This is an optimization exercise on Yosys and OpenROAD, whose aim is a short achievable clock period and few clock cycles, not a production implementation. The RTL was checked by simulation tests, not by an equivalence proof against the original design. Power is estimated from default activity; no workload was simulated.

==> flow/design.v <==
module icache_nway_lru #(
   parameter int ADDR_W = 32,
   parameter int WAYS   = 4,
   parameter int SETS   = 4,
   parameter int WPL    = 2,
   parameter int PAGE   = 12
) (
   input  logic                clk,
   input  logic                reset,
   input  logic                proc_req,
   input  logic [ADDR_W-1:0]   address_from_proc,
   input  logic                flush,
   output logic [31:0]         data_to_proc,
   output logic                proc_resp_valid,
   output logic                hit_miss,
   output logic                busy,
   output logic                ram_req,
   output logic [ADDR_W-1:0]   address_to_ram,
   input  logic [32*WPL-1:0]   data_from_ram,
   input  logic                ram_access_done
);
   localparam int WSEL_W = $clog2(WPL);
   localparam int OFF    = WSEL_W + 2;
   localparam int IDX_W  = $clog2(SETS);
   localparam int TAG_W  = ADDR_W - OFF - IDX_W;
   localparam int LO_W   = PAGE - OFF - IDX_W;    
   localparam int HI_W   = TAG_W - LO_W;          
   localparam int NPAIR  = WAYS * (WAYS - 1) / 2;
   localparam int HALF   = WAYS / 2;    
   logic [SETS-1:0][WAYS-1:0]                  valid_q;
   logic [SETS-1:0][WAYS-1:0]                  use_q;    
   logic [SETS-1:0][WAYS-1:0][TAG_W-1:0]       tag_q;
   logic [SETS-1:0][WAYS-1:0][WPL-1:0][31:0]   line_q;
   logic [SETS-1:0][NPAIR-1:0]                 ord_q;
   logic [SETS-1:0][WAYS-1:0]                  vic_q;
   logic [HI_W-1:0]                            page_q;   
   logic [ADDR_W-1:OFF]     addr_q;       
   logic [TAG_W-1:0]        req_tag_q;    
   logic [SETS-1:0]         req_set_q;    
   logic [WSEL_W-1:0]       req_word_q;
   logic [SETS-1:0][WAYS-1:0] hit_line_q;  
   logic                    again_q;      
   logic                    ram_req_q;    
   logic                    resp_a_n_q;   
   logic                    resp_b_n_q;   
   logic                    hit_miss_q;
   logic                    flush_pend_q;  
   logic [31:0]             word_a_n_q;   
   logic [31:0]             word_b_n_q;
   logic refill;    
   logic resp;      
   assign refill = ram_req_q;
   assign resp   = !(resp_a_n_q && resp_b_n_q);
   logic [TAG_W-1:0]          in_tag;
   logic [HI_W-1:0]           in_page;
   logic [LO_W-1:0]           in_lo;
   logic [IDX_W-1:0]          in_idx;
   logic [WSEL_W-1:0]         in_word;
   logic [SETS-1:0]           in_set;
   logic                      first;      
   logic                      flush_now;  
   logic                      page_ok;    
   logic                      look;       
   logic [SETS-1:0][WAYS-1:0] line_hit;
   logic                      hit_a;      
   logic                      hit_b;
   logic [31:0]               word_a;
   logic [31:0]               word_b;
   assign in_tag    = address_from_proc[ADDR_W-1:OFF+IDX_W];
   assign in_page   = in_tag[TAG_W-1:LO_W];
   assign in_lo     = in_tag[LO_W-1:0];
   assign in_idx    = address_from_proc[OFF+IDX_W-1:OFF];
   assign in_word   = address_from_proc[OFF-1:2];
   assign first     = proc_req && !refill && !again_q;
   assign flush_now = (flush || flush_pend_q) && !refill && !again_q;
   assign page_ok   = (in_page == page_q);
   assign look      = (first && !flush_now && page_ok) || again_q;
   always_comb begin
      for (int s = 0; s < SETS; s++)
         in_set[s] = (in_idx == IDX_W'(s));
   end
   always_comb begin
      for (int s = 0; s < SETS; s++)
         for (int w = 0; w < WAYS; w++)
            line_hit[s][w] = in_set[s] && use_q[s][w] &&
                             (tag_q[s][w][LO_W-1:0] == in_lo);
   end
   logic [WAYS-1:0][31:0] cand;
   logic [WAYS-1:0]       way_hit;
   always_comb begin
      for (int w = 0; w < WAYS; w++) begin
         cand[w]    = '0;
         way_hit[w] = 1'b0;
         for (int s = 0; s < SETS; s++) begin
            cand[w]    = cand[w] | ({32{in_set[s]}} & line_q[s][w][in_word]);
            way_hit[w] = way_hit[w] || line_hit[s][w];
         end
      end
      hit_a  = 1'b0;
      hit_b  = 1'b0;
      word_a = '0;
      word_b = '0;
      for (int w = 0; w < WAYS; w++)
         if (w < HALF) begin
            hit_a  = hit_a || way_hit[w];
            word_a = word_a | ({32{way_hit[w]}} & cand[w]);
         end else begin
            hit_b  = hit_b || way_hit[w];
            word_b = word_b | ({32{way_hit[w]}} & cand[w]);
         end
   end
   logic              done;
   logic              upd;        
   logic [WAYS-1:0]   hit_way;    
   logic [WAYS-1:0]   cur_valid;
   logic [NPAIR-1:0]  cur_ord;
   logic [WAYS-1:0]   cur_vic;
   logic [WAYS-1:0]   acc;        
   logic [WAYS-1:0]   nxt_valid;
   logic [NPAIR-1:0]  nxt_ord;
   logic [WAYS-1:0]   lru;
   logic [WAYS-1:0]   nxt_vic;
   assign done = refill && ram_access_done;
   assign upd  = done || (resp && !hit_miss_q);
   always_comb begin
      hit_way = '0;
      for (int s = 0; s < SETS; s++)
         hit_way = hit_way | hit_line_q[s];
   end
   always_comb begin
      cur_valid = '0;
      cur_ord   = '0;
      cur_vic   = '0;
      for (int s = 0; s < SETS; s++)
         if (req_set_q[s]) begin
            cur_valid = cur_valid | valid_q[s];
            cur_ord   = cur_ord   | ord_q[s];
            cur_vic   = cur_vic   | vic_q[s];
         end
   end
   assign acc       = refill ? cur_vic : hit_way;
   assign nxt_valid = cur_valid | acc;
   always_comb begin
      int p;
      nxt_ord = cur_ord;
      p = 0;
      for (int i = 0; i < WAYS; i++)
         for (int j = i + 1; j < WAYS; j++) begin
            if (acc[i])      nxt_ord[p] = 1'b0;
            else if (acc[j]) nxt_ord[p] = 1'b1;
            p++;
         end
   end
   always_comb begin
      int p;
      lru = '1;
      p = 0;
      for (int i = 0; i < WAYS; i++)
         for (int j = i + 1; j < WAYS; j++) begin
            if (nxt_ord[p]) lru[j] = 1'b0;
            else            lru[i] = 1'b0;
            p++;
         end
   end
   always_comb begin
      logic found;
      nxt_vic = '0;
      found   = 1'b0;
      for (int w = 0; w < WAYS; w++)
         if (!nxt_valid[w] && !found) begin
            nxt_vic[w] = 1'b1;
            found      = 1'b1;
         end
      if (!found) nxt_vic = lru;
   end
   logic new_page;    
   assign new_page = first && !page_ok;
   always_ff @(posedge clk) begin
      addr_q     <= address_from_proc[ADDR_W-1:OFF];
      hit_line_q <= line_hit;
      word_a_n_q <= refill ? ~data_from_ram[32*req_word_q +: 32] : ~word_a;
      word_b_n_q <= refill ? '1 : ~word_b;
      if (first) begin
         req_tag_q  <= in_tag;
         req_set_q  <= in_set;
         req_word_q <= in_word;
      end
   end
   always_ff @(posedge clk) begin
      if (!reset) begin
         ram_req_q    <= 1'b0;
         resp_a_n_q   <= 1'b1;
         resp_b_n_q   <= 1'b1;
         again_q      <= 1'b0;
         hit_miss_q   <= 1'b1;
         flush_pend_q <= 1'b0;
         page_q       <= '0;
      end else begin
         resp_a_n_q <= !((look && hit_a) || done);
         resp_b_n_q <= !(look && hit_b);
         hit_miss_q <= refill;
         again_q    <= new_page && !flush_now;
         if (refill) ram_req_q <= !ram_access_done;
         else        ram_req_q <= (first && flush_now) || (look && !(hit_a || hit_b));
         if (refill || again_q) flush_pend_q <= flush_pend_q || flush;
         else                   flush_pend_q <= 1'b0;
         if (new_page) page_q <= in_page;
      end
   end
   logic clear;
   assign clear = !reset || flush_now;
   always_ff @(posedge clk) begin
      for (int s = 0; s < SETS; s++) begin
         if (clear) begin
            valid_q[s] <= '0;
            use_q[s]   <= '0;
            ord_q[s]   <= '0;
            vic_q[s]   <= WAYS'(1);
         end else begin
            if (new_page) begin
               for (int w = 0; w < WAYS; w++)
                  use_q[s][w] <= valid_q[s][w] && (tag_q[s][w][TAG_W-1:LO_W] == in_page);
            end
            if (upd && req_set_q[s]) begin
               valid_q[s] <= nxt_valid;
               ord_q[s]   <= nxt_ord;
               vic_q[s]   <= nxt_vic;
               if (refill) use_q[s] <= use_q[s] | acc;
            end
         end
      end
   end
   always_ff @(posedge clk) begin
      for (int s = 0; s < SETS; s++)
         for (int w = 0; w < WAYS; w++)
            if (reset && done && req_set_q[s] && vic_q[s][w]) begin
               tag_q[s][w]  <= req_tag_q;
               line_q[s][w] <= data_from_ram;
            end
   end
   assign data_to_proc    = ~(word_a_n_q & word_b_n_q);
   assign proc_resp_valid = resp;
   assign hit_miss        = hit_miss_q;
   assign busy            = refill;
   assign ram_req         = refill;
   assign address_to_ram  = {addr_q, OFF'(0)};
endmodule
==> flow/config.mk <==
export PLATFORM = sky130hd
export DESIGN_NAME = icache_nway_lru
export DESIGN_NICKNAME = icache_nway_lru
export VERILOG_FILES = /design/flow/design.v
export SDC_FILE = /design/flow/constraint.sdc
export NUM_CORES = 8
export LEC_CHECK = 0
export ABC_CLOCK_PERIOD_IN_PS = 2000
export CAP_MARGIN = 20
export CORE_MARGIN = 2
export CORE_UTILIZATION = 40
export SETUP_SLACK_MARGIN = 5
export SLEW_MARGIN = 20
==> flow/constraint.sdc <==
create_clock -name core_clock -period 8.5 [get_ports {clk}]
set_input_delay 1.7000 -clock core_clock [delete_from_list [all_inputs] [get_ports {clk}]]
set_output_delay 1.7000 -clock core_clock [all_outputs]
set_load 0.01 [all_outputs]
standard.sh (not shown) runs the stock make flow with config.mk's settings and CLKGATE_MAP_FILE= SYNTH_SCRIPT=/design/flow/synth_recipe.tcl, a recipe that flattens the netlist after the stock synthesis.
==> flow/flow/run.sh <==
#!/bin/bash
# Standard layout, with timing repair aiming further below the clock period and
# a few slow multi-input OR/NOR cells kept out of synthesis and repair.
set -euo pipefail
base=$(make -s -C "$FLOW_HOME" DESIGN_CONFIG="$PWD/config.mk" print-DONT_USE_CELLS | sed -n 's/^DONT_USE_CELLS: //p')
extra="sky130_fd_sc_hd__or3_1 sky130_fd_sc_hd__or3_2 sky130_fd_sc_hd__or3_4 sky130_fd_sc_hd__or3b_1 sky130_fd_sc_hd__or3b_2 sky130_fd_sc_hd__or3b_4 sky130_fd_sc_hd__or4_1 sky130_fd_sc_hd__or4_2 sky130_fd_sc_hd__or4_4 sky130_fd_sc_hd__or4b_1 sky130_fd_sc_hd__or4b_2 sky130_fd_sc_hd__or4b_4 sky130_fd_sc_hd__or4bb_1 sky130_fd_sc_hd__or4bb_2 sky130_fd_sc_hd__or4bb_4"
bash standard.sh SETUP_SLACK_MARGIN=6 "DONT_USE_CELLS=$base $extra" "GLOBAL_PLACEMENT_ARGS=-virtual_cts -timing_driven_net_weight_max 5" finish > orfs_make.log 2>&1
The baseline went through all stages and came out clean.
Testbench counts at the start, summed over its fixed seeds: cycles 44,685.
Change:
--- a/flow/flow/run.sh
+++ b/flow/flow/run.sh
@@ -7 +7 @@
-bash standard.sh SETUP_SLACK_MARGIN=6 "DONT_USE_CELLS=$base $extra" "GLOBAL_PLACEMENT_ARGS=-virtual_cts -timing_driven_net_weight_max 5" finish > orfs_make.log 2>&1
+bash standard.sh SETUP_SLACK_MARGIN=6 "DONT_USE_CELLS=$base $extra"  finish > orfs_make.log 2>&1
ABC_AREA = 1   (was default)
The new run ran to the end with no violations.
Total power is higher slightly.
Area after synthesis rises slightly.
Cell area goes up slightly.
Cell count went up by a quarter to a third.
Worst setup slack gets worse by 0.043 ns.
Non-clock buffer count climbs by 56.
Synthesized cell count increases by well over a third.
Register-to-register slack is better by 0.02 ns.
Hold slack gets better by 0.0087 ns.
Count of clock-buffer cells in the layout climbs by 13.
Critical path depth does not change.
Change:
ABC_AREA = default   (was 1)
CORE_ASPECT_RATIO = 2.0   (was default)
Effect:
- clock power shrinks by 14%
- global-route usage shrinks by 2.1 points
- clock-buffer cell count shrinks by 47
Change:
--- a/flow/flow/run.sh
+++ b/flow/flow/run.sh
@@ -7 +7 @@
-bash standard.sh SETUP_SLACK_MARGIN=6 "DONT_USE_CELLS=$base $extra"  finish > orfs_make.log 2>&1
+bash standard.sh SETUP_SLACK_MARGIN=5.7 "DONT_USE_CELLS=$base $extra"  finish > orfs_make.log 2>&1
CORE_ASPECT_RATIO = default   (was 2.0)
Outcome: The new run finished clean. Combinational power drops by about 10%. Final area drops by 2.4%. Die area stays flat. Synthesized cell count is unchanged. Synthesized area is unchanged. Power increases by 4.2%. Cell count is about the same. Routed wire length decreases by 8.7%. Setup slack improves by 0.19 ns.
Change:
--- a/flow/flow/run.sh
+++ b/flow/flow/run.sh
@@ -2,2 +2,3 @@
-# Standard layout, with timing repair aiming further below the clock period and
-# a few slow multi-input OR/NOR cells kept out of synthesis and repair.
+# Standard layout, with timing repair aiming further below the clock period,
+# a few slow multi-input OR cells kept out of synthesis and repair, and a
+# delay-oriented variant of ORFS's ABC mapping script.
@@ -5,0 +7 @@
+[ -n "$base" ] || { echo "no DONT_USE_CELLS from the platform" >&2; exit 1; }
@@ -7 +9,6 @@
-bash standard.sh SETUP_SLACK_MARGIN=5.7 "DONT_USE_CELLS=$base $extra"  finish > orfs_make.log 2>&1
+sed -e 's/^&nf$/\&nf -p -C 32/' "$FLOW_HOME/scripts/abc_speed.script" > "$PWD/abc_mod.script"
+{ head -n 1 synth_recipe.tcl
+  echo "set ::abc_mod_script $PWD/abc_mod.script"
+  cat flow/abc_override.tcl
+  tail -n +2 synth_recipe.tcl; } > "$PWD/synth_mod.tcl"
+bash standard.sh SETUP_SLACK_MARGIN=6 "DONT_USE_CELLS=$base $extra" SYNTH_SCRIPT="$PWD/synth_mod.tcl" finish > orfs_make.log 2>&1
==> flow/flow/abc_override.tcl (new file) <==
# Makes the synthesis's ABC mapping step read abc_mod.script (written by run.sh)
# in place of ORFS's abc_speed.script; everything else is the standard flow's synthesis.
yosys -import
rename abc abc_my
proc abc {args} {
  set i [lsearch -exact $args -script]
  if {$i >= 0} { lset args [expr {$i + 1}] $::abc_mod_script }
  abc_my {*}$args
}
=> Non-clock buffer count increases by 54. Total power rises by about 0.8%. Final area increases by about 2.6%. Cell count went up by 0.71%. Sequential cell count is unchanged. Die area stays flat. Utilization grows by 1.3 points. Critical path depth is unchanged. Sequential power barely changes.

-- separate check: timing with driven ports --
How much do the figures lean on ideal ports? The routed layouts below were timed once more, with nothing changed but the port constraints.
Step 1 (the two cells are an assumption about what drives the block):
set clk [get_ports {clk}]
set_driving_cell -lib_cell sky130_fd_sc_hd__clkbuf_16 $clk
set_driving_cell -lib_cell sky130_fd_sc_hd__buf_2 [delete_from_list [all_inputs] $clk]
Step 2 adds t to the input delays and takes it off the output delays; t is the mean of the earliest and latest rising clock arrival at the registers after step 1. Input paths then give back, and output paths get back, about the clock's delay inside the block.
Three values: no drivers, after step 1, after step 2; two values: the first two.
run | t (ns) | setup WS [ns] | latest minus earliest clock arrival (ns) | worst register clock-pin slew, ns
the first run | 0.873 | 5.400 / 5.323 / 4.462 | 0.051 / 0.051 | 0.07 / 0.07
the second run | 0.915 | 5.357 / 5.269 / 4.790 | 0.070 / 0.070 | 0.07 / 0.07
the third run | 0.871 | 5.234 / 5.277 / 4.407 | 0.040 / 0.041 | 0.07 / 0.07
the fourth run | 0.873 | 5.421 / 5.347 / 4.592 | 0.033 / 0.033 | 0.07 / 0.07
the fifth run | 0.887 | 5.410 / 5.327 / 4.684 | 0.034 / 0.035 | 0.07 / 0.07
After both steps setup and hold are still met in every run listed. The setup slack of the first run, which loses most, moves by -0.077 ns with the drivers and by -0.938 ns with both steps.
